Context: an optimization exercise on an open-source flow, tuned for small area, a short achievable clock period and few clock cycles per item. The choices shown serve that exercise and are no tape-out recipe.
The RTL was checked by simulation tests, not by an equivalence proof against the original design.
Power figures rest on the tool's default switching activity, not on a simulated workload.

==> flow/design.v <==
`timescale 1ns/10ps
`default_nettype none
module rv_exec_core #(
    parameter int NUM_REGS = 32
) (
    input  logic        clk,
    input  logic        rst_n,
    input  logic [31:0] instr,
    input  logic        instr_req,
    input  logic        result_ack,
    output logic        instr_ack,
    output logic        result_req,
    output logic [4:0]  result_rd,
    output logic [31:0] result_data,
    output logic        result_illegal
);
    localparam logic [6:0] OPC_OP_IMM = 7'b0010011;
    localparam logic [6:0] OPC_OP     = 7'b0110011;
    localparam logic [6:0] OPC_LUI    = 7'b0110111;
    function automatic logic [31:1] onehot(input logic [4:0] r);
        for (int i = 1; i < 32; i++)
            onehot[i] = (r == 5'(i));
    endfunction
    function automatic logic [31:0] rev32(input logic [31:0] x);
        for (int i = 0; i < 32; i++)
            rev32[i] = x[31 - i];
    endfunction
    logic [31:0] ir;
    logic        ir_valid;
    logic        ir_ph;         
    logic [31:1] rsel;          
    logic        fwd_out;       
    logic [31:0] op1;
    logic [31:0] op2;
    logic        fwd1;          
    logic        ex_valid;
    logic [4:0]  ex_rd;
    logic        ex_we;
    logic        ex_ill;
    logic        ex_sra;
    logic [4:0]  ex_sh;         
    logic        s_add, s_sub, s_cmp, s_xor, s_or, s_and, s_srl, s_sll;
    logic        out_pend;      
    logic [31:0] wbd;           
    logic [4:0]  wb_rd;         
    logic        out_we;        
    logic        rf_clr;        
    logic [31:0] regs [1:31];
    logic ir_free, accept, p0, p1, ex_go, have;
    assign ir_free = !ir_valid || ir_ph;
    assign accept  = ir_free && instr_req && !instr_ack;
    assign p0      = ir_valid && !ir_ph && (!ex_valid || ex_go);
    assign p1      = ir_valid && ir_ph;
    assign ex_go   = ex_valid && !result_req && !out_pend;
    assign have    = ex_go || out_pend;
    always_ff @(posedge clk) begin
        if (!rst_n) begin
            instr_ack  <= 1'b0;
            ir_valid   <= 1'b0;
            ex_valid   <= 1'b0;
            result_req <= 1'b0;
            out_pend   <= 1'b0;
            out_we     <= 1'b0;
        end else begin
            if (accept)
                instr_ack <= 1'b1;
            else if (!instr_req)
                instr_ack <= 1'b0;
            if (ir_free)
                ir_valid <= accept;
            if (p1)
                ex_valid <= 1'b1;
            else if (ex_go)
                ex_valid <= 1'b0;
            if (result_req)
                result_req <= !result_ack;
            else
                result_req <= have && !result_ack;
            out_pend <= have && result_ack;
            if (ex_go)
                out_we <= ex_we;
        end
    end
    always_ff @(posedge clk) begin
        if (ir_free) begin
            ir    <= instr;
            rsel  <= onehot(instr[19:15]);
            ir_ph <= 1'b0;
        end else if (p0) begin
            rsel  <= onehot(ir[24:20]);
            ir_ph <= 1'b1;
        end
    end
    logic [31:0] rf_q;
    logic [31:0] rdata;
    logic [31:1] wsel;
    logic [31:0] wdata;
    always_comb begin
        rf_q = 32'd0;
        for (int i = 1; i < 32; i++)
            rf_q = rf_q | (regs[i] & {32{rsel[i]}});
    end
    assign rdata = fwd_out ? wbd : rf_q;
    assign wsel  = out_we ? onehot(wb_rd) : 31'd0;
    assign wdata = wbd & {32{!rf_clr}};
    always_ff @(posedge clk) begin
        rf_clr <= !rst_n;
        for (int i = 1; i < 32; i++)
            if (wsel[i] || rf_clr)
                regs[i] <= wdata;
    end
    logic [4:0] raddr_nx;
    logic [4:0] out_rd_nx;
    logic       out_we_nx;
    assign raddr_nx  = ir_free ? instr[19:15] : p0 ? ir[24:20] : ir[19:15];
    assign out_rd_nx = ex_go ? ex_rd : wb_rd;
    assign out_we_nx = rst_n && (ex_go ? ex_we : out_we);
    always_ff @(posedge clk)
        fwd_out <= out_we_nx && (out_rd_nx == raddr_nx);
    logic [6:0]  opc;
    logic [2:0]  f3;
    logic [6:0]  f7;
    logic        is_op, is_opimm, is_lui;
    logic        f7_base, f7_alt;
    logic        legal;
    logic        alu_i;         
    logic        alt;
    logic        is_sub, is_slt, is_sltu;
    logic [31:0] imm;
    logic [31:0] src1;
    logic [31:0] src2;
    assign opc      = ir[6:0];
    assign f3       = ir[14:12];
    assign f7       = ir[31:25];
    assign is_op    = (opc == OPC_OP);
    assign is_opimm = (opc == OPC_OP_IMM);
    assign is_lui   = (opc == OPC_LUI);
    assign f7_base  = (f7 == 7'b0000000);
    assign f7_alt   = (f7 == 7'b0100000);
    always_comb begin
        legal = 1'b0;
        if (is_lui)
            legal = 1'b1;
        else if (is_opimm)
            legal = (f3 == 3'b001) ? f7_base :
                    (f3 == 3'b101) ? (f7_base || f7_alt) : 1'b1;
        else if (is_op)
            legal = f7_base || (f7_alt && (f3 == 3'b000 || f3 == 3'b101));
    end
    assign alu_i = legal && !is_lui;
    assign alt  = f7_alt && (is_op || f3 == 3'b101);
    assign is_sub  = alu_i && f3 == 3'b000 && is_op && alt;
    assign is_slt  = alu_i && f3 == 3'b010;
    assign is_sltu = alu_i && f3 == 3'b011;
    assign imm  = is_lui ? {ir[31:12], 12'd0} : {{20{ir[31]}}, ir[31:20]};
    assign src1 = fwd1 ? wbd : op1;
    assign src2 = is_op ? rdata : imm;
    always_ff @(posedge clk) begin
        if (p0) begin
            op1  <= rdata;
            fwd1 <= ex_valid && ex_we && (ex_rd == ir[19:15]);
        end else if (p1) begin
            if (!alu_i)
                op1 <= 32'd0;
            else if (f3 == 3'b001)
                op1 <= rev32(src1);
            else if (is_sub || is_sltu)
                op1 <= ~src1;
            else if (is_slt)
                op1 <= {src1[31], ~src1[30:0]};
            else
                op1 <= src1;
        end
    end
    always_ff @(posedge clk) begin
        if (p1) begin
            op2    <= {src2[31] ^ is_slt, src2[30:0]};
            ex_sh  <= (alu_i && (f3 == 3'b001 || f3 == 3'b101)) ? src2[4:0] : 5'd0;
            ex_rd  <= legal ? ir[11:7] : 5'd0;
            ex_we  <= legal && (ir[11:7] != 5'd0);
            ex_ill <= !legal;
            ex_sra <= alu_i && f3 == 3'b101 && alt;
            s_add  <= is_lui || (alu_i && f3 == 3'b000 && !is_sub);
            s_sub  <= is_sub;
            s_cmp  <= is_slt || is_sltu;
            s_xor  <= alu_i && f3 == 3'b100;
            s_or   <= alu_i && f3 == 3'b110;
            s_and  <= alu_i && f3 == 3'b111;
            s_srl  <= alu_i && f3 == 3'b101;
            s_sll  <= alu_i && f3 == 3'b001;
        end
    end
    logic [32:0] sum;
    logic [31:0] sr;
    logic [31:0] sl;
    logic [31:0] alu;
    assign sum  = {1'b0, op1} + {1'b0, op2};
    assign sr   = 32'($signed({ex_sra & op1[31], op1}) >>> ex_sh);
    assign sl   = rev32(sr);
    assign alu = ({32{s_add}} & sum[31:0])
               | ({32{s_sub}} & ~sum[31:0])
               | ({32{s_xor}} & (op1 ^ op2))
               | ({32{s_or}}  & (op1 | op2))
               | ({32{s_and}} & (op1 & op2))
               | ({32{s_srl}} & sr)
               | ({32{s_sll}} & sl)
               | {31'd0, s_cmp & sum[32]};
    always_ff @(posedge clk) begin
        if (ex_go) begin
            result_data    <= alu;
            result_rd      <= ex_rd;
            result_illegal <= ex_ill;
            wbd            <= alu;
            wb_rd          <= ex_rd;
        end
    end
endmodule
`default_nettype wire
==> flow/run.sh <==
#!/bin/bash
# synth_recipe.tcl (not shown) runs the flow's synth.tcl, then flattens the netlist and writes it again
# the make line also repeats each setting of config.mk as NAME=value (left out here)
make -C /OpenROAD-flow-scripts/flow DESIGN_CONFIG=/design/flow/config.mk WORK_HOME=/design/flow/orfs CLKGATE_MAP_FILE= SYNTH_SCRIPT=/design/flow/synth_recipe.tcl finish
==> flow/config.mk <==
export PLATFORM = sky130hd
export DESIGN_NAME = rv_exec_core
export DESIGN_NICKNAME = rv_exec_core
export VERILOG_FILES = /design/flow/design.v
export SDC_FILE = /design/flow/constraint.sdc
export NUM_CORES = 4
export LEC_CHECK = 0
export CAP_MARGIN = 20
export CORE_MARGIN = 2
export CORE_UTILIZATION = 45
export CTS_CLUSTER_DIAMETER = 60
export CTS_CLUSTER_SIZE = 24
export PLACE_DENSITY = 0.5
export SETUP_SLACK_MARGIN = 4.6
export SLEW_MARGIN = 20
==> flow/constraint.sdc <==
create_clock -name core_clock -period 7.5 [get_ports {clk}]
set_input_delay 1.5000 -clock core_clock [delete_from_list [all_inputs] [get_ports {clk}]]
set_output_delay 1.5000 -clock core_clock [all_outputs]
set_load 0.01 [all_outputs]
==> results.sh, run 1 <==
export IMPL_critPathMaxFanout=2
export IMPL_cp_num_cells=12
export IMPL_dp_hpwl_mm=115.3
export IMPL_chipWidth_um=336.4
export IMPL_cts_htree_levels=3
export IMPL_rows=121
export IMPL_grt_antenna_before_repair=1
export IMPL_max_vdd_ir_drop_v=0.0002329
export IMPL_setup_violations_final=0
export IMPL_antennaDiodeCount=0
export IMPL_grt_util_all_layers_pct=34.73
export IMPL_maxCapViolations=0
export IMPL_ys_flop_type="edfxtp_1"
export IMPL_worstSetupStartpointType="register"
export IMPL_postLayoutCellArea_um2=58780
export IMPL_worstHoldPathType="register to register"
export IMPL_drt_first_pass_iters=6
export IMPL_numPortBuffers=75
export IMPL_syn_inst=3331
export IMPL_drive_gt1_share_pct=20.04
export IMPL_timing_worst_slew_pin_value_ns=1.132
export IMPL_timing_fmax_mhz=330.4
export IMPL_final_max_slew_violation_count=0
export IMPL_antenna_left=0
export IMPL_final_setup_skew_ns=0.04119
export IMPL_gp_congestion=0.9399
export IMPL_drt_drc_violations_left=0
export IMPL_fin_crit_ns=3.027
export IMPL_postSynth_asyncResetShare_pct=0
export IMPL_area_growth_pct=18.20
export IMPL_reg2reg_from="op1[0]"
export IMPL_rrSetupSlack_ns=4.47
export IMPL_grt_setup_unrepaired="true"
export IMPL_syn_area_um2=49730
export IMPL_power_density_nw_per_um2=257.3
export IMPL_cpMaxStageDelayCell="edfxtp_1"
export IMPL_critPathCapture="wbd[22]"
export IMPL_crit_path_cell_trace="ha_4 -> fa_2 -> a211oi_4 -> o21ai_2 -> a22oi_2 -> nand4_1 -> a31oi_2 -> buf_4 -> xnor2_2 -> nor2_1 -> a21oi_1 -> nand3_1"
export IMPL_insertion_delay_ns=0.74
export IMPL_yosys_cell_types_count=71
export IMPL_worst_r2r_cell_count=12
export IMPL_cell_family_with_most_cp_delay="compound AO/OA/AOI/OAI gates"
export IMPL_post_cts_hold_fix_bufs=0
export IMPL_worst_ep_required_time_ns=7.94
export IMPL_multi_input_comb_area_um2=14110
export IMPL_grt_pass1_vias=32780
export IMPL_wire_per_inst_um=38.69
export IMPL_initial_core_util_pct=45.49
export IMPL_max_stage_delay_on_crit_path_ns=0.43
export IMPL_status="timing/DRC/antenna clean"
export IMPL_clockBufferDepth=3
export IMPL_globalRouteOverflowTotal=0
export IMPL_synth_yosys_seq_area_share_pct=71.76
export IMPL_synth_fp_nets=3432
export IMPL_crit_path_end_kind="register"
export IMPL_die_height_um=336.4
export IMPL_synth_area_per_cell_um2=14.93
export IMPL_regToRegEndpoint="wbd[22]"
export IMPL_critical_path_class="register to register"
export IMPL_fin_setup_tns_ns=0
export IMPL_timing_final_crit_share_pct=40.36
export IMPL_detailedRoute_firstIterationViolations=4894
export IMPL_die_area_um2=113200
export IMPL_clkSlewWorstSetupHoldPaths_ns=0.07
export IMPL_p_leak_nw=21.07
export IMPL_ys_warnings_count=2
export IMPL_clock_sinks=1193
export IMPL_finalHoldWorstSlack_ns=0.4288
export IMPL_worst_ep_arrival_time_ns=3.46
export IMPL_register_area_um2=35690
export IMPL_synth_edff_count=1179
export IMPL_design_portCount=76
export IMPL_drt_vias_per_instance=6.700
export IMPL_dpl_instance_area_um2=52860
export IMPL_critPathBufInv=1
export IMPL_num_fill_cells=9069
export IMPL_finalCoreUtilization_pct=53.78
export IMPL_clock_tree_from_tritoncts="yes"
export IMPL_grt_first_pass_wirelength_mm=269.6
export IMPL_clock_root_buffer="clkbuf_16"
export IMPL_synth_ff_latch_count=1193
export IMPL_final_hold_viol_count=0
export IMPL_tritoncts_num_buffers=102
export IMPL_routed_via_count=34470
export IMPL_max_slew_margin_rel_pct=24.47
export IMPL_start_point_of_the_critical_path="op1[0]"
export IMPL_net_count_final=3680
export IMPL_placeableCoreArea_um2=109300
export IMPL_grt_start_max_net_pins=65
export IMPL_drt_total_wl_mm=199.0
[metal layers]
| metal | up-vias | global-route usage [%] | wire length, µm |
|---|---|---|---|
| met1 | 18050 | 48.58 | 78900 |
| met4 | 0 | 13.34 | 8630 |
| met2 | 2143 | 54.32 | 91270 |
| met5 | - | 0 | 0 |
| met3 | 399 | 6.240 | 20210 |
| li1 | 13870 | - | - |
[registers in the layout, summed over array words and instances (netlist names), 31 cells and up]
name / count
op1: 32
ir: 32
regs: 992
rsel: 31
op2: 32
wbd: 32
[through the flow]
stage	worst slack, ns	instances	power [mW]
3_3_place_gp	3.830	4810	9.294
5_1_grt	4.335	5144	15.48
2_1_floorplan	3.790	3331	8.627
3_5_place_dp	3.740	4811	9.316
6_report	4.473	5144	15.13
4_1_cts	4.442	5109	15.07
[area by class of cell]
type	count	share of cell area [%]
multi-input cells	1805	24.01
repair buffers	345	5.117
clock buffers	105	4.434
inverters	132	0.8557
clock inverters	88	1.722
flip-flops and latches	1193	60.72
well taps	1476	3.142
[worst reg2reg max path, delay by kind of cell, from the launching register on]
kind            cells  cell delay (ns)
compound gates      5             1.05
fa+ha+maj           2             0.58
flops               1             0.43
simple gates        3             0.41
buf+inv             1             0.15
xor+xnor            1             0.12
[cells in the final DEF, fill, tap and decap left out, types with 18 or more instances in the layout]
cell type        Yosys  routed
a21oi_1            155     140
a221oi_1           166     161
a22o_1             204     204
a22oi_1            178     171
buf_2                5      27
buf_4                4     216
buf_6                3      40
clkbuf_16            0     106
clkdlybuf4s50_1      0      35
edfxtp_1          1179    1179
ha_1                64      47
inv_1              126     123
inv_8                0      18
mux2i_1            100      97
mux4_2              22      22
nand2_1            188     176
nand2b_1            20      18
nand3_1             68      66
nand4_1             77      77
nor2_1             124     104
nor3_1              60      41
o21ai_0             92      52
o21ai_1             33      56
xnor2_1             54      27
xnor2_2              0      27
[synth_stat cells (5+ instances only)]
library cell	count	area share, %
nand2_1	188	1.4
a21oi_1	155	1.6
clkbuf_1	159	1.2
nor3b_1	9	0.14
buf_2	5	0.050
ha_1	64	1.6
mux2_2	11	0.25
inv_2	5	0.038
o31ai_1	9	0.14
o2111ai_1	7	0.12
nand2b_1	20	0.25
and2_1	12	0.15
o21ai_0	92	0.93
nor2b_1	6	0.075
or3_1	5	0.063
or2_2	8	0.10
a21o_1	14	0.21
nor2_1	124	0.94
a22oi_1	178	2.7
nor3_1	60	0.60
inv_1	126	0.95
o21ai_1	33	0.33
a221o_1	5	0.10
xnor2_1	54	0.95
a31oi_1	17	0.21
buf_1	30	0.23
a211oi_1	11	0.17
nand4_1	77	0.97
xor2_1	5	0.088
edfxtp_1	1179	71
dfxtp_1	14	0.56
o21a_1	7	0.11
mux2i_1	100	2.0
mux4_2	22	1.0
a221oi_1	166	2.9
o211ai_1	13	0.20
a22o_1	204	3.6
nand3_1	68	0.68
and3_1	8	0.10
[how the worst min path moves through the flow]
| stage | startpoint | end | slack (ns) | cells after the start |
|---|---|---|---|---|
| global route | ex_ill | result_illegal | 0.44 | 0 |
| CTS | ex_ill | result_illegal | 0.43 | 0 |
| global placement | ex_ill | result_illegal | 0.41 | 0 |
| finish | ex_ill | result_illegal | 0.43 | 0 |
| floorplan | ex_ill | result_illegal | 0.40 | 0 |
| detailed placement | ex_ill | result_illegal | 0.41 | 0 |
[power by group]
part           total [mW]  internal (mW)  switching, mW  leakage [nW]
clock                5.75           2.90           2.84          1.74
combinational        1.54          0.468           1.07          7.20
sequential           7.84           7.68          0.158          12.1
[cells by family after synthesis]
kind of cell / share of synthesized area (%)
multiplexers: 3.281
XOR/XNOR: 1.039
buffers and inverters: 2.602
AND/OR/NAND/NOR: 5.764
adder cells (fa/ha/maj): 1.651
flip-flops: 71.76
AO/OA/AOI/OAI: 13.91
[repair_timing]
item                                    CTS  global route
cloned                                    3             2
endpoints found under the setup margin  343           272
resized for setup                       279           138
pin swaps                                58            74
endpoints found under the hold margin     0             0
buffers inserted                        102            30
Testbench counts, summed over its fixed seeds: cycles 94,143, items 32,000.
==> run 2, diff against run 1 <==
--- a/flow/design.v
+++ b/flow/design.v
@@ -43,4 +43,2 @@
     logic        out_pend;      
-    logic [31:0] wbd;           
-    logic [4:0]  wb_rd;         
     logic        out_we;        
@@ -102,5 +100,5 @@
     end
-    assign rdata = fwd_out ? wbd : rf_q;
-    assign wsel  = out_we ? onehot(wb_rd) : 31'd0;
-    assign wdata = wbd & {32{!rf_clr}};
+    assign rdata = fwd_out ? result_data : rf_q;
+    assign wsel  = out_we ? onehot(result_rd) : 31'd0;
+    assign wdata = result_data & {32{!rf_clr}};
     always_ff @(posedge clk) begin
@@ -115,3 +113,3 @@
     assign raddr_nx  = ir_free ? instr[19:15] : p0 ? ir[24:20] : ir[19:15];
-    assign out_rd_nx = ex_go ? ex_rd : wb_rd;
+    assign out_rd_nx = ex_go ? ex_rd : result_rd;
     assign out_we_nx = rst_n && (ex_go ? ex_we : out_we);
@@ -155,3 +153,3 @@
     assign imm  = is_lui ? {ir[31:12], 12'd0} : {{20{ir[31]}}, ir[31:20]};
-    assign src1 = fwd1 ? wbd : op1;
+    assign src1 = fwd1 ? result_data : op1;
     assign src2 = is_op ? rdata : imm;
@@ -212,4 +210,2 @@
             result_illegal <= ex_ill;
-            wbd            <= alu;
-            wb_rd          <= ex_rd;
         end
--- a/flow/config.mk
+++ b/flow/config.mk
@@ -9,6 +9,6 @@
 export CORE_MARGIN = 2
-export CORE_UTILIZATION = 45
-export CTS_CLUSTER_DIAMETER = 60
-export CTS_CLUSTER_SIZE = 24
-export PLACE_DENSITY = 0.5
+export CORE_UTILIZATION = 55
+export CTS_CLUSTER_DIAMETER = 100
+export CTS_CLUSTER_SIZE = 26
+export PLACE_DENSITY = 0.7
 export SETUP_SLACK_MARGIN = 4.6
==> run 2 against run 1 <==
Against the previous run:
- first-iteration DRC count up 4.8%
- synthesized cell count down 0.15%
- combinational power down 6%
- routed wire length down 15%
- worst hold slack better by 0.0076 ns
- core utilization up 7.8 points
- setup slack worse by 0.087 ns
- global-route usage up 1.1 points
- final cell count down 8.9%
- critical path type unchanged
==> results.sh, run 2 <==
export IMPL_status="timing/DRC/antenna clean"
export IMPL_cpMaxStageDelayCell="edfxtp_1"
export IMPL_worstHoldPathType="register to register"
export IMPL_die_area_um2=92550
export IMPL_timing_final_crit_share_pct=41.52
export IMPL_grt_util_all_layers_pct=35.87
export IMPL_register_area_um2=35560
export IMPL_synth_ff_latch_count=1188
export IMPL_syn_area_um2=49570
export IMPL_clock_sinks=1188
export IMPL_clock_tree_from_tritoncts="yes"
export IMPL_registers_top_by_ff_count="regs"
export IMPL_power_density_nw_per_um2=230.1
export IMPL_postLayoutCellArea_um2=55290
export IMPL_synth_top_family_by_area="compound AO/OA/AOI/OAI gates"
export IMPL_chipWidth_um=304.2
export IMPL_largest_register_ff_count=992
export IMPL_critPathMaxFanout=4
export IMPL_stdcell_count=4687
export IMPL_synth_compound_area_share_pct=13.94
export IMPL_syn_inst=3326
export IMPL_final_max_slew_violation_count=0
export IMPL_p_leak_nw=19.64
export IMPL_rows=110
export IMPL_synth_area_per_cell_um2=14.90
export IMPL_worst_ep_required_time_ns=7.92
export IMPL_maxCapViolations=0
export IMPL_critical_path_class="register to register"
export IMPL_grt_setup_unrepaired="true"
export IMPL_yosys_cell_types_count=70
export IMPL_initial_core_util_pct=55.24
export IMPL_cts_htree_levels=2
export IMPL_synth_fp_nets=3427
export IMPL_yosys_area_top_type_share_pct=71.11
export IMPL_timing_fmax_mhz=321.2
export IMPL_timing_worst_slew_pin_value_ns=1.012
export IMPL_drt_vias_per_instance=7.203
export IMPL_post_synth_and_or_nand_nor_area_fraction_pct=5.782
export IMPL_start_point_of_the_critical_path="op1[0]"
export IMPL_finalHoldWorstSlack_ns=0.4364
export IMPL_synthTopCellsByArea="edfxtp_1 (71%), a22o_1 (3.6%), a221oi_1 (2.9%)"
export IMPL_wire_per_inst_um=36.24
export IMPL_grt_pass1_vias=32130
export IMPL_numPortBuffers=75
export IMPL_drt_first_pass_iters=6
export IMPL_fin_setup_tns_ns=0
export IMPL_final_setup_skew_ns=0.05841
export IMPL_tritoncts_num_buffers=55
export IMPL_routed_via_count=33760
export IMPL_finalCoreUtilization_pct=61.61
export IMPL_dpl_instance_area_um2=52190
export IMPL_max_vdd_ir_drop_v=0.0002741
export IMPL_clockBufferDepth=3
export IMPL_total_power_after_layout_mw=12.72
export IMPL_yosysTopAreaCell="edfxtp_1"
export IMPL_dp_slack_ns=3.911
export IMPL_antenna_left=0
export IMPL_area_growth_pct=11.53
export IMPL_yosys_mux_area_fraction_pct=3.291
export IMPL_dp_cells=4495
export IMPL_drive_gt1_share_pct=14.10
export IMPL_ys_flop_type="edfxtp_1"
export IMPL_final_hold_viol_count=0
export IMPL_yosysMostFrequentCell="edfxtp_1"
export IMPL_dp_hpwl_mm=90.00
export IMPL_crit_path_end_kind="register"
export IMPL_postSynth_asyncResetShare_pct=0
export IMPL_ys_warnings_count=2
export IMPL_grt_antenna_before_repair=4
export IMPL_multi_input_comb_area_um2=13600
export IMPL_num_fill_cells=6585
export IMPL_reg2reg_from="op1[0]"
export IMPL_post_synth_xor_area_fraction_pct=1.042
export IMPL_clkSlewWorstSetupHoldPaths_ns=0.12
export IMPL_globalRouteOverflowTotal=0
export IMPL_synth_yosys_seq_area_share_pct=71.68
export IMPL_crit_path_cell_trace="ha_2 -> fa_2 -> a211oi_4 -> o21ai_2 -> a22oi_2 -> nand4_1 -> a31oi_2 -> o21bai_1 -> a21oi_2 -> nor4b_4 -> nor3_1"
export IMPL_synthAdderAreaFrac_pct=1.656
export IMPL_drt_drc_violations_left=0
export IMPL_setup_violations_final=0
export IMPL_fin_crit_ns=3.114
export IMPL_placeableCoreArea_um2=89740
export IMPL_max_slew_margin_rel_pct=32.27
export IMPL_final_cell_mix="edfxtp_1 (1174), buf_4 (206), a22o_1 (204), nand2_1 (178), a22oi_1 (174)"
export IMPL_insertion_delay_ns=0.71
export IMPL_worst_ep_arrival_time_ns=3.53
export IMPL_gp_congestion=0.9321
export IMPL_design_portCount=76
export IMPL_net_count_final=3584
export IMPL_worstSetupStartpointType="register"
export IMPL_postLayoutSetupSlackWorst_ns=4.386
export IMPL_drt_total_wl_mm=169.9
export IMPL_synth_cells_most_frequent="edfxtp_1 (1174), a22o_1 (204), nand2_1 (188)"
export IMPL_die_height_um=304.2
export IMPL_post_cts_hold_fix_bufs=0
export IMPL_grt_start_max_net_pins=65
export IMPL_clock_root_buffer="clkbuf_16"
export IMPL_max_stage_delay_on_crit_path_ns=0.42
export IMPL_layout_cells_most_common="edfxtp_1"
export IMPL_grt_first_pass_wirelength_mm=235.9
export IMPL_detailedRoute_firstIterationViolations=5128
export IMPL_synth_edff_count=1174
export IMPL_min_delay_src="ex_ill"
## run 2: cell types whose count changed after synthesis
cell / before / now
buf_1: 30 / 29
a211oi_2: 1 / 0
a211oi_1: 11 / 12
edfxtp_1: 1179 / 1174
clkbuf_1: 159 / 160
## run 2: kinds of logic (layout without fill, tap and decap cells)
group                      count (synthesis)  after routing
DFF                                     1188           1188
AOI/OAI and AO/OA                        946            946
and+or+nand+nor                          601            601
buffers and inverters                    333            517
muxes                                    134            134
adders and majority gates                 65             65
xor gates and xnor gates                  59             59
other                                      0              1
## run 2: final timing paths
check,endpoint,slack (ns),cells after the start
worst min register to register,result_illegal,0.44,0
worst min-delay path,result_illegal,0.44,0
worst max register to register,result_data[24],4.39,11
worst max-delay path,result_data[24],4.39,11
## run 2: power by group
group / switching [mW] / internal [mW]
sequential: 0.147 / 7.65
clock: 2.08 / 1.40
combinational: 1.01 / 0.437
## run 2: cell type report
class                           instances  area share (%)
Inverter                              132          0.9097
Tap cell                             1176           2.661
Clock inverter                         11          0.3349
Antenna cell                            1        0.004526
Multi-Input combinational cell       1805           24.60
Clock buffer                           73           2.612
Sequential cell                      1188           64.31
Timing Repair Buffer                  301           4.567
## run 2: what timing repair did
action                                 CTS  global route
endpoints found under the hold margin    0             0
pin swaps                               26            28
setup endpoints to repair              158           159
setup buffers                           83            21
cloned                                   3             0
resized for setup                      210            65
## run 2: routing by layer
metal | share of wire [%] | GRT usage [%] | vias up
met5 | 0.024 | 0 | -
met4 | 7.4 | 20.26 | 6
met3 | 13 | 8.308 | 690
met2 | 46 | 57.05 | 2756
met1 | 34 | 45.72 | 16770
li1 | - | - | 13540
## run 2: critical path, delay by kind of cell, from the launching register on
kind | cells | cell delay, ns
fa+ha+maj | 2 | 0.61
flops | 1 | 0.42
simple gates | 3 | 0.58
compound gates | 6 | 1.22
Testbench counts of run 2, summed over its fixed seeds: cycles 94,143, items 32,000.
==> run 3, diff against run 2 <==
--- a/flow/design.v
+++ b/flow/design.v
@@ -84,8 +84,8 @@
             ir    <= instr;
-            rsel  <= onehot(instr[19:15]);
             ir_ph <= 1'b0;
         end else if (p0) begin
-            rsel  <= onehot(ir[24:20]);
             ir_ph <= 1'b1;
         end
+        if (ir_free || p0)
+            rsel <= fwd_nx ? 31'd0 : onehot(raddr_nx);
     end
@@ -100,3 +100,3 @@
     end
-    assign rdata = fwd_out ? result_data : rf_q;
+    assign rdata = rf_q | (result_data & {32{fwd_out}});
     assign wsel  = out_we ? onehot(result_rd) : 31'd0;
@@ -110,2 +110,3 @@
     logic [4:0] raddr_nx;
+    logic       fwd_nx;
     logic [4:0] out_rd_nx;
@@ -115,4 +116,5 @@
     assign out_we_nx = rst_n && (ex_go ? ex_we : out_we);
+    assign fwd_nx    = out_we_nx && (out_rd_nx == raddr_nx);
     always_ff @(posedge clk)
-        fwd_out <= out_we_nx && (out_rd_nx == raddr_nx);
+        fwd_out <= fwd_nx;
     logic [6:0]  opc;
==> run 3 against run 2 <==
Against the previous run:
- critical path depth shrank 1
- maximum frequency about the same
- die area is 0.32% higher
- sequential cell count did not move
- power fell by 0.20%
- sequential share of layout area fell by 0.63 points
- synthesized area grew 0.32%
- sequential power barely moved
- routed wire length grew 2.1%
- critical path type unchanged
- critical endpoint is now result_data[29]
==> results.sh, run 3 <==
export IMPL_net_count_final=3575
export IMPL_largest_register_ff_count=992
export IMPL_max_slew_margin_rel_pct=31.99
export IMPL_yosys_cell_types_count=90
export IMPL_grt_antenna_before_repair=4
export IMPL_power_density_nw_per_um2=227.4
export IMPL_registers_top_by_ff_count="regs"
export IMPL_tritoncts_num_buffers=53
export IMPL_worst_ep_required_time_ns=7.91
export IMPL_routed_via_count=33760
export IMPL_clock_root_buffer="clkbuf_16"
export IMPL_yosysTopAreaCell="edfxtp_1"
export IMPL_crit_path_end_kind="register"
export IMPL_final_max_slew_violation_count=0
export IMPL_num_fill_cells=6521
export IMPL_final_hold_viol_count=0
export IMPL_rrSetupSlack_ns=4.39
export IMPL_p_leak_nw=19.56
export IMPL_antenna_left=0
export IMPL_worst_ep_arrival_time_ns=3.52
export IMPL_design_portCount=76
export IMPL_register_area_um2=35560
export IMPL_crit_path_cell_trace="buf_6 -> ha_2 -> a21oi_4 -> o21ai_4 -> a2111oi_4 -> o21ai_2 -> o31ai_4 -> xor2_1 -> mux2_4 -> a211o_1"
export IMPL_worstSetupStartpointType="register"
export IMPL_timing_fmax_mhz=321.4
export IMPL_clock_sinks=1188
export IMPL_wire_per_inst_um=37.18
export IMPL_drive_gt1_share_pct=17.24
export IMPL_max_vdd_ir_drop_v=0.0001939
export IMPL_timing_final_crit_share_pct=41.48
export IMPL_clockBufferDepth=3
export IMPL_synth_cells_most_frequent="edfxtp_1 (1174), a22oi_1 (403), clkbuf_1 (149), nand2_1 (149), inv_1 (123)"
export IMPL_setup_violations_final=0
export IMPL_drt_drc_violations_left=0
export IMPL_die_height_um=304.7
export IMPL_cts_htree_levels=2
export IMPL_ys_warnings_count=2
export IMPL_dp_hpwl_mm=90.77
export IMPL_area_growth_pct=12.27
export IMPL_synth_ff_latch_count=1188
export IMPL_cpMaxStageDelayCell="edfxtp_1"
export IMPL_grt_util_all_layers_pct=36.56
export IMPL_clkSlewWorstSetupHoldPaths_ns=0.11
export IMPL_synthTopCellsByArea="edfxtp_1 (71%), a22oi_1 (6.1%), mux2i_1 (2.0%)"
export IMPL_grt_first_pass_wirelength_mm=239.1
export IMPL_globalRouteOverflowTotal=0
export IMPL_final_cell_mix="edfxtp_1 (1174), a22oi_1 (400), buf_4 (229), nand2_1 (132), inv_1 (105)"
export IMPL_ys_flop_type="edfxtp_1"
export IMPL_layout_cells_most_common="edfxtp_1"
export IMPL_initial_core_util_pct=55.34
export IMPL_rows=110
export IMPL_postSynth_asyncResetShare_pct=0
export IMPL_final_setup_skew_ns=0.03812
export IMPL_grt_pass1_vias=31680
export IMPL_timing_worst_slew_pin_value_ns=1.016
export IMPL_fin_crit_ns=3.111
export IMPL_synth_edff_count=1174
export IMPL_status="timing/DRC/antenna clean"
export IMPL_worstHoldPathType="register to register"
export IMPL_total_power_after_layout_mw=12.70
export IMPL_placeableCoreArea_um2=89870
export IMPL_gp_congestion=0.9826
export IMPL_syn_inst=3285
export IMPL_grt_start_max_net_pins=65
export IMPL_synth_fp_nets=3386
export IMPL_clock_tree_from_tritoncts="yes"
export IMPL_synth_area_per_cell_um2=15.14
export IMPL_yosysMostFrequentCell="edfxtp_1"
export IMPL_insertion_delay_ns=0.68
export IMPL_critPathMaxFanout=3
export IMPL_syn_area_um2=49730
export IMPL_maxCapViolations=0
export IMPL_drt_vias_per_instance=7.236
export IMPL_synth_yosys_seq_area_share_pct=71.45
export IMPL_multi_input_comb_area_um2=14040
export IMPL_die_area_um2=92850
export IMPL_critical_path_class="register to register"
export IMPL_grt_setup_unrepaired="true"
export IMPL_chipWidth_um=304.7
export IMPL_yosys_area_top_type_share_pct=70.88
export IMPL_drt_first_pass_iters=9
export IMPL_drt_total_wl_mm=173.5
export IMPL_fin_setup_tns_ns=0
export IMPL_detailedRoute_firstIterationViolations=5533
export IMPL_numPortBuffers=75
export IMPL_max_stage_delay_on_crit_path_ns=0.49
==> run 3: area by class of cell <==
| class | count | share of cell area [%] |
|---|---|---|
| inverters | 125 | 0.8560 |
| well taps | 1176 | 2.635 |
| clock inverters | 8 | 0.2106 |
| repair inverters | 1 | 0.01344 |
| diodes | 3 | 0.01344 |
| repair buffers | 333 | 5.035 |
| multi-input cells | 1772 | 25.14 |
| clock buffers | 59 | 2.416 |
| flip-flops and latches | 1188 | 63.68 |
==> run 3: repair_timing <==
item / in CTS / in global routing
pin swaps: 30 / 54
gates cloned: 3 / 0
hold endpoints to repair: 0 / 0
resized for setup: 255 / 96
endpoints found under the setup margin: 319 / 120
buffers inserted: 103 / 37
hold buffers: 0 / 0
==> run 3: per-stage QoR <==
step	instances	area, µm²	util [%]	hold slack, ns	setup WS [ns]
floorplan	3285	49820	-	0.4003	3.694
global placement	4450	52280	58.17	0.4136	3.773
finish	4665	55840	62.13	0.4395	4.389
detailed placement	4452	52310	58.21	0.4115	3.711
global route	4662	55830	62.12	0.4557	4.364
CTS	4625	55150	61.37	0.4381	4.460
==> run 3: power breakdown <==
part           total [mW]  leakage (nW)  internal [mW]  switching [mW]
combinational        1.59          6.77          0.492            1.10
clock                3.32         0.713           1.31            2.01
sequential           7.79          12.1           7.65           0.144
total                12.7          19.6           9.45            3.25
==> run 3: routing by layer <==
metal / wire length, µm / up-vias / track usage (%)
li1: - / 13500 / -
met5: 0 / - / 0
met2: 79430 / 2769 / 57.63
met4: 10890 / 0 / 18.93
met3: 23360 / 570 / 8.942
met1: 59780 / 16920 / 47.46
==> run 3: cells by family (layout without fill, tap and decap cells) <==
family                     count (synthesis)  after routing  synth area share [%]
muxes                                    144            144                 3.686
and+or+nand+nor                          611            611                 6.295
adders and majority gates                 65             65                 1.650
other                                      0              3                     0
xor gates and xnor gates                  58             58                 1.021
buffers and inverters                    325            526                 2.664
AOI/OAI and AO/OA                        894            894                 13.24
DFF                                     1188           1188                 71.45
==> run 3: worst max-delay path: cells and delay by family, from the launching register on <==
family / cells / cell delay (ns)
AO/OA/AOI/OAI: 6 / 1.40
adder cells (fa/ha/maj): 1 / 0.21
XOR/XNOR: 1 / 0.24
buffers and inverters: 1 / 0.17
flip-flops: 1 / 0.49
multiplexers: 1 / 0.32
==> run 3: worst paths after layout <==
kind	from	to	depth (start not counted)
max reg2reg	op1[15]	result_data[29]	10
min reg2reg	ex_ill	result_illegal	0
min	ex_ill	result_illegal	0
max	op1[15]	result_data[29]	10
Testbench counts of run 3, summed over its fixed seeds: cycles 94,143, items 32,000.
==> run 4, diff against run 3 <==
--- a/flow/config.mk
+++ b/flow/config.mk
@@ -7,2 +7,3 @@
 export LEC_CHECK = 0
+export ABC_AREA = 1
 export CAP_MARGIN = 20
==> run 4 against run 3 <==
Against the previous run:
- synthesized area increased by 4.2%
- core utilization down 1.3 points
- sequential share of layout area decreased by 1.1 points
- critical path depth decreased by 9
- clock power hardly changed
- synthesized cell count is 42% higher
- first-iteration DRC count grew 14%
- clock skew grew 0.0021 ns
- die area grew 4.1%
- non-clock buffer count is 77 lower
- routed wire length up 6.8%
- count of clock-buffer cells in the layout grew 5
- critical path type is now register to primary output
- largest power group unchanged
==> results.sh, run 4 <==
export IMPL_drt_first_pass_iters=6
export IMPL_registers_top_by_ff_count="regs"
export IMPL_timing_worst_slew_pin_value_ns=1.159
export IMPL_clock_root_buffer="clkbuf_16"
export IMPL_drive_gt1_share_pct=8.633
export IMPL_grt_first_pass_wirelength_mm=256.7
export IMPL_finalCoreUtilization_pct=60.86
export IMPL_critPathMaxFanout=2
export IMPL_insertion_delay_ns=0.70
export IMPL_worstHoldPathType="register to register"
export IMPL_critPathBufInv=1
export IMPL_worst_ep_required_time_ns=6.00
export IMPL_drt_vias_per_instance=6.405
export IMPL_start_point_of_the_critical_path="result_data[18]"
export IMPL_setup_violations_final=0
export IMPL_clockBufferDepth=3
export IMPL_p_leak_nw=22.05
export IMPL_cpMaxStageDelayCell="edfxtp_1"
export IMPL_dp_hpwl_mm=108.6
export IMPL_initial_core_util_pct=55.51
export IMPL_syn_inst=4653
export IMPL_largest_register_ff_count=992
export IMPL_placeableCoreArea_um2=93330
export IMPL_cts_htree_levels=2
export IMPL_share_seq_of_total_power_pct=57.3
export IMPL_die_area_um2=96660
export IMPL_tritoncts_num_buffers=53
export IMPL_area_growth_pct=9.644
export IMPL_clock_tree_from_tritoncts="yes"
export IMPL_wire_per_inst_um=30.69
export IMPL_clkPwrFrac_pct=24.1
export IMPL_power_density_nw_per_um2=245.0
export IMPL_rows=112
export IMPL_yosysTopAreaCell="edfxtp_1"
export IMPL_grt_pass1_vias=35450
export IMPL_grt_antenna_before_repair=4
export IMPL_drt_total_wl_mm=185.3
export IMPL_postSynth_asyncResetShare_pct=0
export IMPL_synth_cells_most_frequent="nand2_1 (1464), edfxtp_1 (1174), nand3_1 (365)"
export IMPL_grt_util_all_layers_pct=37.40
export IMPL_fin_setup_tns_ns=0
export IMPL_maxCapViolations=0
export IMPL_max_vdd_ir_drop_v=0.0001856
export IMPL_clock_sinks=1188
export IMPL_critPathCapture="result_data[18]"
export IMPL_dp_cells=5889
export IMPL_syn_area_um2=51800
export IMPL_yosysMostFrequentCell="nand2_1"
export IMPL_detailedRoute_firstIterationViolations=6283
export IMPL_yosys_area_top_type_share_pct=68.05
export IMPL_fin_crit_ns=2.887
export IMPL_crit_path_cell_trace="dlygate4sd2_1"
export IMPL_clkSlewWorstSetupHoldPaths_ns=0.10
export IMPL_final_setup_skew_ns=0.04017
export IMPL_ys_warnings_count=2
export IMPL_globalRouteOverflowTotal=0
export IMPL_worstSetupStartpointType="register"
export IMPL_synth_ff_latch_count=1188
export IMPL_die_height_um=310.9
export IMPL_synth_yosys_seq_area_share_pct=68.59
export IMPL_regToRegEndpoint="result_data[24]"
export IMPL_drt_drc_violations_left=0
export IMPL_worst_ep_arrival_time_ns=1.39
export IMPL_cp_num_cells=1
export IMPL_chipWidth_um=310.9
export IMPL_status="timing/DRC/antenna clean"
export IMPL_min_delay_src="ex_ill"
export IMPL_net_count_final=4867
export IMPL_dpl_instance_area_um2=54550
export IMPL_layout_cells_most_common="nand2_1"
export IMPL_numPortBuffers=75
export IMPL_stdcell_count=6039
export IMPL_routed_via_count=38680
export IMPL_max_slew_margin_rel_pct=22.65
export IMPL_final_cell_mix="nand2_1 (1459), edfxtp_1 (1174), nand3_1 (362), inv_1 (321), nor2_1 (213)"
export IMPL_synthTopCellsByArea="edfxtp_1 (68%), nand2_1 (11%), nand3_1 (3.5%)"
export IMPL_ys_flop_type="edfxtp_1"
export IMPL_synth_fp_nets=4754
export IMPL_yosys_cell_types_count=53
export IMPL_holdPathStages=0
export IMPL_grt_start_max_net_pins=76
export IMPL_synth_edff_count=1174
export IMPL_power_switching_fraction_pct=30.07
export IMPL_gp_congestion=1.056
export IMPL_critical_path_class="register to primary output"
export IMPL_postLayoutCellArea_um2=56800
export IMPL_power_net_switching_mw=4.185
export IMPL_crit_path_end_kind="primary output"
export IMPL_synth_area_per_cell_um2=11.13
export IMPL_comb_power_share_pct=18.6
export IMPL_grt_setup_unrepaired="true"
export IMPL_timing_final_crit_share_pct=38.49
export IMPL_timing_fmax_mhz=346.4
export IMPL_cell_family_with_most_cp_delay="flip-flops"
export IMPL_design_portCount=76
export IMPL_rrSetupSlack_ns=4.62
export IMPL_antenna_left=0
export IMPL_max_stage_delay_on_crit_path_ns=0.40
export IMPL_worst_r2r_cell_count=13
export IMPL_reg2reg_from="op1[15]"
export IMPL_final_hold_viol_count=0
export IMPL_p_int_mw=9.732
export IMPL_final_max_slew_violation_count=0
run 4: cell type report:
cell class	count	area [µm²]
antenna	1	2.502
clock buffer	64	1368
clock inverter	9	116.4
fill	7599	36530
inverter	368	1399
multi-input combinational	2896	14680
sequential	1188	35540
tap	1254	1569
timing repair buffer	256	2106
timing repair inverter	3	20.02
run 4: logic make-up after synthesis:
family | Yosys count | share of synthesized area [%]
flip-flops | 1188 | 68.59
AO/OA/AOI/OAI | 532 | 6.830
AND/OR/NAND/NOR | 2286 | 18.60
adder cells (fa/ha/maj) | 65 | 1.584
XOR/XNOR | 9 | 0.1522
buffers and inverters | 573 | 4.241
run 4: worst register-to-register path: stages, from the launching register on:
cell and delay, ns:
edfxtp_1 0.58, inv_1 0.21, ha_2 0.44, nand2_1 0.14, o21ai_0 0.36, inv_1 0.09
nand2_1 0.10, nand2_1 0.07, nand3_1 0.08, nand2_1 0.05, nand2_1 0.17, nor2_1 0.07
nor2_1 0.10, nand2_1 0.13
run 4: metal layers:
metal | vias to the layer above | global-route usage [%] | wire length [µm]
li1 | 16550 | - | -
met1 | 18490 | 48.71 | 64730
met2 | 2983 | 57.72 | 83090
met3 | 645 | 9.717 | 24980
met4 | 6 | 20.40 | 12470
met5 | - | 0 | 41
run 4: power by group through the flow:
stage / logic (mW) / clock network, mW / registers (mW)
floorplan: 1.31 / 0 / 8.06
global placement: 2.37 / 0 / 8.12
detailed placement: 2.39 / 0 / 8.13
CTS: 2.42 / 3.35 / 7.97
global route: 2.71 / 3.55 / 8.00
finish: 2.59 / 3.35 / 7.98
run 4: how the worst min path moves through the flow:
stage / endpoint / slack (ns)
2_1_floorplan: result_illegal / 0.40
3_3_place_gp: result_illegal / 0.41
3_5_place_dp: result_illegal / 0.41
4_1_cts: result_illegal / 0.43
5_1_grt: result_illegal / 0.45
6_report: result_illegal / 0.43
run 4: repair_timing:
action,in CTS,in global routing
resized for setup,97,53
setup endpoints to repair,133,104
hold buffers,0,0
setup buffers,33,33
pin swaps,2,5
cloned,3,4
run 4: metrics by stage:
stage | hold slack (ns) | total power, mW | setup WS [ns]
final | 0.4303 | 13.92 | 4.613
after global placement | 0.4060 | 10.49 | 3.345
after CTS | 0.4336 | 13.74 | 4.600
after floorplan | 0.4003 | 9.368 | 4.005
after global routing | 0.4544 | 14.26 | 4.550
after detailed placement | 0.4092 | 10.52 | 3.175
==> run 5, diff against run 4 <==
--- a/flow/config.mk
+++ b/flow/config.mk
@@ -14,3 +14,3 @@
 export PLACE_DENSITY = 0.7
-export SETUP_SLACK_MARGIN = 4.6
+export SETUP_SLACK_MARGIN = 4.8
 export SLEW_MARGIN = 20
==> run 5 against run 4 <==
Against the previous run:
- still clean on timing, DRC and antenna
- setup slack worse by 0.00066 ns
- first-iteration DRC count up 0.86%
- die area unchanged
- combinational power up 6%
- largest power group unchanged
==> results.sh, run 5 <==
export IMPL_worst_ep_required_time_ns=6.00
export IMPL_tritoncts_num_buffers=53
export IMPL_cell_family_with_most_cp_delay="flip-flops"
export IMPL_drt_vias_per_instance=6.425
export IMPL_syn_area_um2=51800
export IMPL_synth_yosys_seq_area_share_pct=68.59
export IMPL_max_slew_margin_rel_pct=28.10
export IMPL_regToRegEndpoint="result_data[24]"
export IMPL_total_power_after_layout_mw=14.06
export IMPL_min_delay_src="ex_ill"
export IMPL_synth_area_per_cell_um2=11.13
export IMPL_initial_core_util_pct=55.51
export IMPL_grt_antenna_before_repair=7
export IMPL_dp_hpwl_mm=108.6
export IMPL_grt_most_used_layer="met2"
export IMPL_clock_sinks=1188
export IMPL_chipWidth_um=310.9
export IMPL_grt_util_met2_pct=58.53
export IMPL_worst_r2r_cell_count=12
export IMPL_status="timing/DRC/antenna clean"
export IMPL_timing_worst_slew_pin_value_ns=1.077
export IMPL_whs_endpoint="result_illegal"
export IMPL_design_portCount=76
export IMPL_detailedRoute_firstIterationViolations=6337
export IMPL_use_met3_pct=10.50
export IMPL_final_hold_viol_count=0
export IMPL_worstHoldPathType="register to register"
export IMPL_rrSetupSlack_ns=4.74
export IMPL_p_leak_nw=22.29
export IMPL_synth_cells_most_frequent="nand2_1 (1464), edfxtp_1 (1174), nand3_1 (365)"
export IMPL_timing_final_crit_share_pct=38.50
export IMPL_grt_util_all_layers_pct=38.03
export IMPL_globalRouteOverflowTotal=0
export IMPL_final_max_slew_violation_count=0
export IMPL_timing_fmax_mhz=346.3
export IMPL_post_cts_hold_fix_bufs=0
export IMPL_net_count_final=4916
export IMPL_crit_path_end_kind="primary output"
export IMPL_ys_warnings_count=2
export IMPL_ys_flop_type="edfxtp_1"
export IMPL_yosysMostFrequentCell="nand2_1"
export IMPL_share_seq_of_total_power_pct=56.6
export IMPL_grt_start_max_net_pins=76
export IMPL_rows=112
export IMPL_insertion_delay_ns=0.71
export IMPL_grt_pass1_vias=35760
export IMPL_comb_power_share_pct=19.6
export IMPL_drt_drc_violations_left=0
export IMPL_synth_ff_latch_count=1188
export IMPL_setup_violations_final=0
export IMPL_yosys_area_top_type_share_pct=68.05
export IMPL_syn_inst=4653
export IMPL_power_density_nw_per_um2=244.9
export IMPL_power_net_switching_mw=4.247
export IMPL_gp_congestion=1.056
export IMPL_yosysTopAreaCell="edfxtp_1"
export IMPL_area_growth_pct=10.80
export IMPL_p_int_mw=9.813
export IMPL_grt_setup_unrepaired="true"
export IMPL_reg2reg_from="op1[23]"
export IMPL_yosys_cell_types_count=53
export IMPL_grtUsageMet1_pct=48.87
export IMPL_drive_gt1_share_pct=11.26
export IMPL_critPathMaxFanout=2
export IMPL_holdPathStages=0
export IMPL_numPortBuffers=75
export IMPL_drt_total_wl_mm=188.4
export IMPL_max_stage_delay_on_crit_path_ns=0.49
export IMPL_crit_path_cell_trace="buf_2"
export IMPL_power_switching_fraction_pct=30.20
export IMPL_routed_via_count=39120
export IMPL_clock_root_buffer="clkbuf_16"
export IMPL_largest_register_ff_count=992
export IMPL_antenna_left=0
export IMPL_layout_cells_most_common="nand2_1"
export IMPL_clockBufferDepth=3
export IMPL_cts_htree_levels=2
export IMPL_worst_ep_arrival_time_ns=1.39
export IMPL_clock_tree_from_tritoncts="yes"
export IMPL_wire_per_inst_um=30.94
export IMPL_synth_edff_count=1174
export IMPL_final_cell_mix="nand2_1 (1453), edfxtp_1 (1174), nand3_1 (358), inv_1 (316), buf_4 (215)"
export IMPL_maxCapViolations=0
export IMPL_fin_setup_tns_ns=0
export IMPL_synth_fp_nets=4754
export IMPL_clkPwrFrac_pct=23.8
export IMPL_postSynth_asyncResetShare_pct=0
export IMPL_critical_path_class="register to primary output"
export IMPL_drt_first_pass_iters=8
export IMPL_placeableCoreArea_um2=93330
export IMPL_fin_crit_ns=2.888
export IMPL_final_setup_skew_ns=0.03794
export IMPL_clkSlewWorstSetupHoldPaths_ns=0.10
export IMPL_critPathBufInv=1
export IMPL_grt_first_pass_wirelength_mm=260.5
export IMPL_max_vdd_ir_drop_v=0.0001852
export IMPL_synthTopCellsByArea="edfxtp_1 (68%), nand2_1 (11%), nand3_1 (3.5%)"
export IMPL_die_area_um2=96660
export IMPL_cpMaxStageDelayCell="edfxtp_1"
export IMPL_registers_top_by_ff_count="regs"
export IMPL_worstSetupStartpointType="register"
export IMPL_die_height_um=310.9
-- run 5: cell types whose count changed in the layout (fill, tap and decap cells not counted), sizes merged --
cell,delta
diode,+1
clkinvlp,+5
buf,+78
o21ai,+1
dlygate4sd2,-10
clkdlybuf4s15,-22
inv,-3
-- run 5: power by group through the flow --
stage / sequential [mW] / combinational, mW / clock (mW)
3_5_place_dp: 8.13 / 2.39 / 0
2_1_floorplan: 8.06 / 1.31 / 0
3_3_place_gp: 8.12 / 2.37 / 0
4_1_cts: 7.95 / 2.54 / 3.35
5_1_grt: 7.99 / 2.86 / 3.55
6_report: 7.96 / 2.75 / 3.35
-- run 5: cell families (layout without fill, tap and decap cells) --
kind of cell,after synthesis,after routing,synth area share (%)
simple gates,2286,2290,18.60
flops,1188,1188,68.59
buf+inv,573,748,4.241
compound gates,532,533,6.830
fa+ha+maj,65,65,1.584
xor+xnor,9,9,0.1522
other cells,0,2,0
-- run 5: per-stage QoR --
| stage | instance area (µm²) | hold WS, ns | util (%) | cells | setup WS [ns] |
|---|---|---|---|---|---|
| after CTS | 56650 | 0.4336 | 60.70 | 6037 | 4.626 |
| after detailed placement | 54550 | 0.4092 | 58.45 | 5889 | 3.175 |
| after floorplan | 51800 | 0.4003 | - | 4653 | 4.005 |
| final | 57400 | 0.4302 | 61.50 | 6089 | 4.612 |
| after global placement | 54520 | 0.4060 | 58.42 | 5887 | 3.345 |
| after global routing | 57400 | 0.4544 | 61.50 | 6087 | 4.620 |
-- run 5: layout make-up --
cell class | instances | area [µm²]
clock buffers | 64 | 1368
well taps | 1254 | 1569
flip-flops and latches | 1188 | 35550
clock inverters | 9 | 116.4
fillers | 7540 | 35930
repair inverters | 5 | 32.53
multi-input cells | 2897 | 14950
inverters | 368 | 1415
diodes | 2 | 5.005
repair buffers | 302 | 2394
-- run 5: layer usage --
layer	up-vias	routed length [µm]	share of wire [%]
met5	-	138	0.073
met2	2990	84390	45
li1	16660	-	-
met1	18790	64630	34
met4	10	13030	6.9
met3	680	26190	14
-- run 5: worst max-delay path by stage --
stage	from	endpoint	slack, ns	depth (start not counted)
floorplan	result_rd[3]	regs[10][0]	4.01	4
CTS	result_data[15]	result_data[15]	4.63	1
global placement	ir[6]	op1[13]	3.34	11
detailed placement	ir[6]	op1[25]	3.18	11
finish	result_data[7]	result_data[7]	4.61	1
global route	result_data[15]	result_data[15]	4.62	1
-- run 5: worst reg2reg max path, delay by kind of cell, from the launching register on --
kind / cells / cell delay (ns)
adder cells (fa/ha/maj): 1 / 0.43
AO/OA/AOI/OAI: 2 / 0.50
flip-flops: 1 / 0.58
AND/OR/NAND/NOR: 7 / 0.70
buffers and inverters: 2 / 0.26
-- run 5: timing repair --
action                     4_1_cts  5_1_grt
cloned                           5        5
pin swaps                        8       13
setup endpoints to repair      159      142
gates resized for setup        236       85
buffers inserted                70       42
==> run 6, diff against run 5 <==
--- a/flow/design.v
+++ b/flow/design.v
@@ -27,3 +27,4 @@
     endfunction
-    logic [31:0] ir;
+    logic [31:7] ir;
+    logic [2:0]  ir_cls;        
     logic        ir_valid;
@@ -40,3 +41,2 @@
     logic        ex_sra;
-    logic [4:0]  ex_sh;         
     logic        s_add, s_sub, s_cmp, s_xor, s_or, s_and, s_srl, s_sll;
@@ -83,3 +83,4 @@
         if (ir_free) begin
-            ir    <= instr;
+            ir     <= instr[31:7];
+            ir_cls <= {instr[6:0] == OPC_OP, instr[6:0] == OPC_OP_IMM, instr[6:0] == OPC_LUI};
             ir_ph <= 1'b0;
@@ -119,3 +120,2 @@
         fwd_out <= fwd_nx;
-    logic [6:0]  opc;
     logic [2:0]  f3;
@@ -131,8 +131,5 @@
     logic [31:0] src2;
-    assign opc      = ir[6:0];
     assign f3       = ir[14:12];
     assign f7       = ir[31:25];
-    assign is_op    = (opc == OPC_OP);
-    assign is_opimm = (opc == OPC_OP_IMM);
-    assign is_lui   = (opc == OPC_LUI);
+    assign {is_op, is_opimm, is_lui} = ir_cls;
     assign f7_base  = (f7 == 7'b0000000);
@@ -177,3 +174,2 @@
             op2    <= {src2[31] ^ is_slt, src2[30:0]};
-            ex_sh  <= (alu_i && (f3 == 3'b001 || f3 == 3'b101)) ? src2[4:0] : 5'd0;
             ex_rd  <= legal ? ir[11:7] : 5'd0;
@@ -197,3 +193,3 @@
     assign sum  = {1'b0, op1} + {1'b0, op2};
-    assign sr   = 32'($signed({ex_sra & op1[31], op1}) >>> ex_sh);
+    assign sr   = 32'($signed({ex_sra & op1[31], op1}) >>> op2[4:0]);
     assign sl   = rev32(sr);
==> run 6 against run 5 <==
Against the previous run:
- via count is 1.3% lower
- critical path type unchanged
- largest cell class unchanged
- critical endpoint is now result_data[17]
- critical path depth unchanged
- register-to-register slack worse by 0.03 ns
- still clean on timing, DRC and antenna
- clock skew is 0.036 ns higher
==> results.sh, run 6 <==
export IMPL_status="timing/DRC/antenna clean"
export IMPL_dp_cells=5825
export IMPL_clkPwrFrac_pct=24.2
export IMPL_power_switching_fraction_pct=30.68
export IMPL_max_slew_margin_rel_pct=25.99
export IMPL_critical_path_class="register to primary output"
export IMPL_synth_ff_latch_count=1179
export IMPL_use_met3_pct=8.471
export IMPL_num_fill_cells=7395
export IMPL_ys_flop_type="edfxtp_1"
export IMPL_power_net_switching_mw=4.368
export IMPL_clockBufferDepth=3
export IMPL_grt_pass1_vias=35470
export IMPL_comb_power_share_pct=20.1
export IMPL_worst_ep_required_time_ns=6.00
export IMPL_worstSetupStartpointType="register"
export IMPL_crit_path_end_kind="primary output"
export IMPL_yosysMostFrequentCell="nand2_1"
export IMPL_grt_util_met2_pct=60.04
export IMPL_final_setup_skew_ns=0.07391
export IMPL_synth_area_per_cell_um2=11.21
export IMPL_layout_cells_most_common="nand2_1"
export IMPL_grtUsageMet1_pct=48.06
export IMPL_syn_inst=4576
export IMPL_antenna_left=0
export IMPL_clock_tree_from_tritoncts="yes"
export IMPL_critPathBufInv=1
export IMPL_insertion_delay_ns=0.71
export IMPL_worstHoldPathType="register to register"
export IMPL_synthTopCellsByArea="edfxtp_1 (68%), nand2_1 (10%), nand3_1 (3.4%)"
export IMPL_maxCapViolations=0
export IMPL_numPortBuffers=75
export IMPL_post_cts_hold_fix_bufs=0
export IMPL_drt_first_pass_iters=6
export IMPL_grt_setup_unrepaired="true"
export IMPL_power_density_nw_per_um2=249.6
export IMPL_dp_hpwl_mm=107.9
export IMPL_detailedRoute_firstIterationViolations=6139
export IMPL_critPathMaxFanout=2
export IMPL_p_int_mw=9.866
export IMPL_initial_core_util_pct=55.20
export IMPL_synth_cells_most_frequent="nand2_1 (1411), edfxtp_1 (1165), nand3_1 (344)"
export IMPL_synth_yosys_seq_area_share_pct=68.76
export IMPL_largest_register_ff_count=992
export IMPL_grt_antenna_before_repair=2
export IMPL_area_growth_pct=11.20
export IMPL_wire_per_inst_um=30.89
export IMPL_total_power_after_layout_mw=14.23
export IMPL_worst_ep_arrival_time_ns=1.42
export IMPL_drive_gt1_share_pct=10.98
export IMPL_yosys_cell_types_count=54
export IMPL_final_cell_mix="nand2_1 (1390), edfxtp_1 (1165), nand3_1 (329), inv_1 (322), nor2_1 (219)"
export IMPL_fin_crit_ns=2.918
export IMPL_yosys_area_top_type_share_pct=68.21
export IMPL_finalCoreUtilization_pct=61.38
export IMPL_drt_vias_per_instance=6.431
export IMPL_stdcell_count=6002
export IMPL_registers_top_by_ff_count="regs"
export IMPL_gp_congestion=1.023
export IMPL_synth_fp_nets=4677
export IMPL_crit_path_cell_trace="buf_6"
export IMPL_globalRouteOverflowTotal=0
export IMPL_timing_worst_slew_pin_value_ns=1.109
export IMPL_final_max_slew_violation_count=0
export IMPL_placeableCoreArea_um2=92910
export IMPL_grt_start_max_net_pins=65
export IMPL_yosysTopAreaCell="edfxtp_1"
export IMPL_share_seq_of_total_power_pct=55.7
export IMPL_synth_edff_count=1165
export IMPL_final_hold_viol_count=0
export IMPL_drt_drc_violations_left=0
export IMPL_cts_htree_levels=2
export IMPL_routed_via_count=38600
export IMPL_ys_warnings_count=2
export IMPL_clkSlewWorstSetupHoldPaths_ns=0.10
export IMPL_rows=112
export IMPL_grt_most_used_layer="met2"
export IMPL_grt_util_all_layers_pct=38.40
export IMPL_cell_family_with_most_cp_delay="flip-flops"
export IMPL_timing_final_crit_share_pct=38.90
export IMPL_clock_root_buffer="clkbuf_16"
export IMPL_die_area_um2=95700
export IMPL_max_vdd_ir_drop_v=0.0002561
export IMPL_multi_input_comb_area_um2=14820
export IMPL_fin_setup_tns_ns=0
export IMPL_die_height_um=309.4
export IMPL_postSynth_asyncResetShare_pct=0
export IMPL_setup_violations_final=0
export IMPL_design_portCount=76
export IMPL_tritoncts_num_buffers=54
export IMPL_register_area_um2=35280
export IMPL_cpMaxStageDelayCell="edfxtp_1"
export IMPL_chipWidth_um=309.4
export IMPL_drt_total_wl_mm=185.4
export IMPL_net_count_final=4824
export IMPL_syn_area_um2=51290
export IMPL_max_stage_delay_on_crit_path_ns=0.56
export IMPL_clock_sinks=1179
export IMPL_grt_first_pass_wirelength_mm=257.0
export IMPL_timing_fmax_mhz=342.7
export IMPL_p_leak_nw=22.20
run 6: cell types whose count changed after synthesis, sizes merged, moves of 14 or more:
cell / change
nand2: -52
nand4: -14
o21ai: +29
nand3: -19
a221oi: +15
inv: -16
o211ai: -34
run 6: metal layers:
layer  wire [µm]  vias to the layer above
met5          28                        -
met4       15150                        4
met3       23020                      691
met2       84260                     2826
met1       62910                    18690
li1            -                    16390
run 6: final timing paths:
path / startpoint / endpoint / slack, ns / depth (start not counted)
max: result_data[17] / result_data[17] / 4.58 / 1
min: ex_ill / result_illegal / 0.45 / 0
max reg2reg: op2[0] / result_data[30] / 4.71 / 13
min reg2reg: ex_ill / result_illegal / 0.45 / 0
run 6: cell families after synthesis:
kind of cell	after synthesis	synth area share [%]
DFF	1179	68.76
and+or+nand+nor	2200	18.02
buffers and inverters	557	4.182
adders and majority gates	65	1.600
xor gates and xnor gates	12	0.2050
AOI/OAI and AO/OA	563	7.236
run 6: layout make-up:
class | count | area share [%]
Antenna cell | 1 | 0.004388
Timing Repair Buffer | 289 | 4.221
Clock buffer | 71 | 2.499
Multi-Input combinational cell | 2844 | 25.98
Tap cell | 1254 | 2.751
Sequential cell | 1179 | 61.87
Clock inverter | 9 | 0.2764
Inverter | 355 | 2.396
run 6: timing repair:
item	in CTS	in global routing
gates resized for setup	266	127
pin swaps	14	23
setup endpoints to repair	181	176
cloned	5	2
buffers inserted	53	36
run 6: through the flow:
stage	hold WS (ns)	instance area, µm²	worst slack, ns
final	0.4521	57030	4.582
after detailed placement	0.4272	54080	3.884
after global placement	0.4254	54070	4.005
after CTS	0.4599	56260	4.602
after floorplan	0.4003	51290	4.005
after global routing	0.4757	57020	4.575
run 6: power groups by stage:
stage | logic [mW] | registers [mW] | clock network, mW
6_report | 2.86 | 7.93 | 3.44
2_1_floorplan | 1.37 | 8.02 | 0
5_1_grt | 2.99 | 7.96 | 3.64
3_3_place_gp | 2.50 | 8.06 | 0
3_5_place_dp | 2.51 | 8.08 | 0
4_1_cts | 2.63 | 7.92 | 3.44
Testbench counts of run 6, summed over its fixed seeds: cycles 94,143, items 32,000.
==> run 7, diff against run 6 <==
--- a/flow/config.mk
+++ b/flow/config.mk
@@ -14,3 +14,3 @@
 export PLACE_DENSITY = 0.7
-export SETUP_SLACK_MARGIN = 4.8
+export SETUP_SLACK_MARGIN = 4.7
 export SLEW_MARGIN = 20
==> run 7 against run 6 <==
Against the previous run:
- synthesized area unchanged
- via count decreased by 0.71%
- largest cell class unchanged
- critical path depth unchanged
- sequential cell count unchanged
==> results.sh, run 7 <==
export IMPL_ys_flop_type="edfxtp_1"
export IMPL_die_height_um=309.4
export IMPL_clock_root_buffer="clkbuf_16"
export IMPL_numPortBuffers=75
export IMPL_yosysTopAreaCell="edfxtp_1"
export IMPL_critPathBufInv=1
export IMPL_clock_tree_from_tritoncts="yes"
export IMPL_fin_setup_tns_ns=0
export IMPL_final_setup_skew_ns=0.08092
export IMPL_clockBufferDepth=3
export IMPL_final_hold_viol_count=0
export IMPL_clock_sinks=1179
export IMPL_initial_core_util_pct=55.20
export IMPL_drt_vias_per_instance=6.420
export IMPL_globalRouteOverflowTotal=0
export IMPL_registers_top_by_ff_count="regs"
export IMPL_drive_gt1_share_pct=9.101
export IMPL_setup_violations_final=0
export IMPL_gp_congestion=1.023
export IMPL_clkSlewWorstSetupHoldPaths_ns=0.10
export IMPL_critical_path_class="register to primary output"
export IMPL_synth_edff_count=1165
export IMPL_grt_setup_unrepaired="true"
export IMPL_total_power_after_layout_mw=14.11
export IMPL_grt_antenna_before_repair=1
export IMPL_critPathMaxFanout=2
export IMPL_wire_per_inst_um=30.84
export IMPL_cpMaxStageDelayCell="edfxtp_1"
export IMPL_worst_ep_arrival_time_ns=1.42
export IMPL_p_leak_nw=21.96
export IMPL_die_area_um2=95700
export IMPL_drt_first_pass_iters=8
export IMPL_ys_warnings_count=2
export IMPL_worst_r2r_cell_count=11
export IMPL_status="timing/DRC/antenna clean"
export IMPL_worstHoldPathType="register to register"
export IMPL_yosys_area_top_type_share_pct=68.21
export IMPL_regToRegEndpoint="result_data[1]"
export IMPL_area_growth_pct=9.998
export IMPL_fin_crit_ns=2.915
export IMPL_design_portCount=76
export IMPL_cp_num_cells=1
export IMPL_yosysMostFrequentCell="nand2_1"
export IMPL_min_delay_src="ex_ill"
export IMPL_placeableCoreArea_um2=92910
export IMPL_syn_area_um2=51290
export IMPL_power_density_nw_per_um2=250.1
export IMPL_max_slew_margin_rel_pct=24.24
export IMPL_post_cts_hold_fix_bufs=0
export IMPL_tritoncts_num_buffers=54
export IMPL_highest_signal_layer="met4"
export IMPL_largest_register_ff_count=992
export IMPL_cell_family_with_most_cp_delay="flip-flops"
export IMPL_reg2reg_from="op2[0]"
export IMPL_routed_wl_met2_mm=82.90
export IMPL_layout_cells_most_common="nand2_1"
export IMPL_worstSetupStartpointType="register"
export IMPL_wl_met3_mm=22.75
export IMPL_whs_endpoint="result_illegal"
export IMPL_max_stage_delay_on_crit_path_ns=0.57
export IMPL_cts_htree_levels=2
export IMPL_postSynth_asyncResetShare_pct=0
export IMPL_drt_drc_violations_left=0
export IMPL_final_max_slew_violation_count=0
export IMPL_synth_cells_most_frequent="nand2_1 (1411), edfxtp_1 (1165), nand3_1 (344)"
export IMPL_synth_fp_nets=4677
export IMPL_dpl_instance_area_um2=54080
export IMPL_postLayoutSetupSlackWorst_ns=4.585
export IMPL_grt_first_pass_wirelength_mm=255.7
export IMPL_chipWidth_um=309.4
export IMPL_yosys_cell_types_count=54
export IMPL_grt_pass1_vias=35300
export IMPL_maxCapViolations=0
export IMPL_grt_start_max_net_pins=65
export IMPL_final_cell_mix="nand2_1 (1405), edfxtp_1 (1165), nand3_1 (339), inv_1 (328), nor2_1 (224)"
export IMPL_grt_util_all_layers_pct=38.20
export IMPL_dp_hpwl_mm=107.9
export IMPL_drt_total_wl_mm=184.1
export IMPL_insertion_delay_ns=0.71
export IMPL_antenna_left=0
export IMPL_rows=112
export IMPL_synthTopCellsByArea="edfxtp_1 (68%), nand2_1 (10%), nand3_1 (3.4%)"
export IMPL_timing_worst_slew_pin_value_ns=1.132
export IMPL_wl_met1_mm=63.17
export IMPL_syn_inst=4576
export IMPL_synth_yosys_seq_area_share_pct=68.76
export IMPL_max_vdd_ir_drop_v=0.0002557
export IMPL_synth_area_per_cell_um2=11.21
export IMPL_timing_final_crit_share_pct=38.87
export IMPL_net_count_final=4791
export IMPL_rrSetupSlack_ns=4.68
export IMPL_detailedRoute_firstIterationViolations=6186
export IMPL_crit_path_cell_trace="buf_6"
export IMPL_holdPathStages=0
export IMPL_postLayoutCellArea_um2=56410
export IMPL_routed_via_count=38320
export IMPL_crit_path_end_kind="primary output"
export IMPL_timing_fmax_mhz=343.0
export IMPL_synth_ff_latch_count=1179
export IMPL_worst_ep_required_time_ns=6.00
export IMPL_dp_slack_ns=3.884
[run 7: cell families (layout without fill, tap and decap cells)]
family / Yosys count / after routing / synth area share (%)
compound gates: 563 / 563 / 7.236
xor+xnor: 12 / 12 / 0.2050
fa+ha+maj: 65 / 65 / 1.600
buf+inv: 557 / 692 / 4.182
flops: 1179 / 1179 / 68.76
other cells: 0 / 1 / 0
simple gates: 2200 / 2203 / 18.02
[run 7: repair_timing]
item	in CTS	in global routing
endpoints found under the setup margin	149	110
cloned	3	3
pin swaps	2	2
resized for setup	199	83
buffers inserted	40	17
hold endpoints to repair	0	0
[run 7: where the power goes]
group / switching, mW / leakage (nW) / internal (mW) / total (mW)
Clock: 2.06 / 0.760 / 1.38 / 3.44
Sequential: 0.192 / 11.9 / 7.74 / 7.93
Combinational: 2.05 / 9.30 / 0.694 / 2.74
Total: 4.30 / 22.0 / 9.81 / 14.1
[run 7: cell type report]
type,count,area [µm²]
Clock buffer,71,1425
Multi-Input combinational cell,2843,14530
Inverter,355,1356
Clock inverter,9,157.7
Sequential cell,1179,35280
Antenna cell,1,2.502
Timing Repair Buffer,257,2090
Fill cell,7432,36500
Tap cell,1254,1569
[run 7: worst max-delay path by stage]
stage                    start         endpoint  slack, ns
6_report       result_data[17]  result_data[17]       4.58
5_1_grt        result_data[24]  result_data[24]       4.57
4_1_cts        result_data[24]  result_data[24]       4.60
3_5_place_dp            ir[12]          op1[29]       3.88
3_3_place_gp            op2[1]  result_data[17]       4.01
2_1_floorplan     result_rd[3]      regs[10][0]       4.01
[run 7: per-layer routing]
metal / global-route usage, % / vias to the layer above
met2: 59.78 / 2846
met1: 48.16 / 18440
met4: 26.07 / 0
met5: 0 / -
li1: - / 16340
met3: 8.027 / 698
[run 7: through the flow]
step | hold slack, ns | instances | utilization [%]
2_1_floorplan | 0.4003 | 4576 | -
3_3_place_gp | 0.4254 | 5825 | 58.20
3_5_place_dp | 0.4272 | 5825 | 58.20
4_1_cts | 0.4599 | 5948 | 60.26
5_1_grt | 0.4744 | 5968 | 60.72
6_report | 0.4514 | 5969 | 60.72

Check on run 7: ideal ports give 4.585 ns setup slack; a clkbuf_16 on the clock port and buf_2 on the inputs give 4.507 ns; moving port delays by the midpoint clock arrival (0.752 ns) as well gives 4.003 ns.
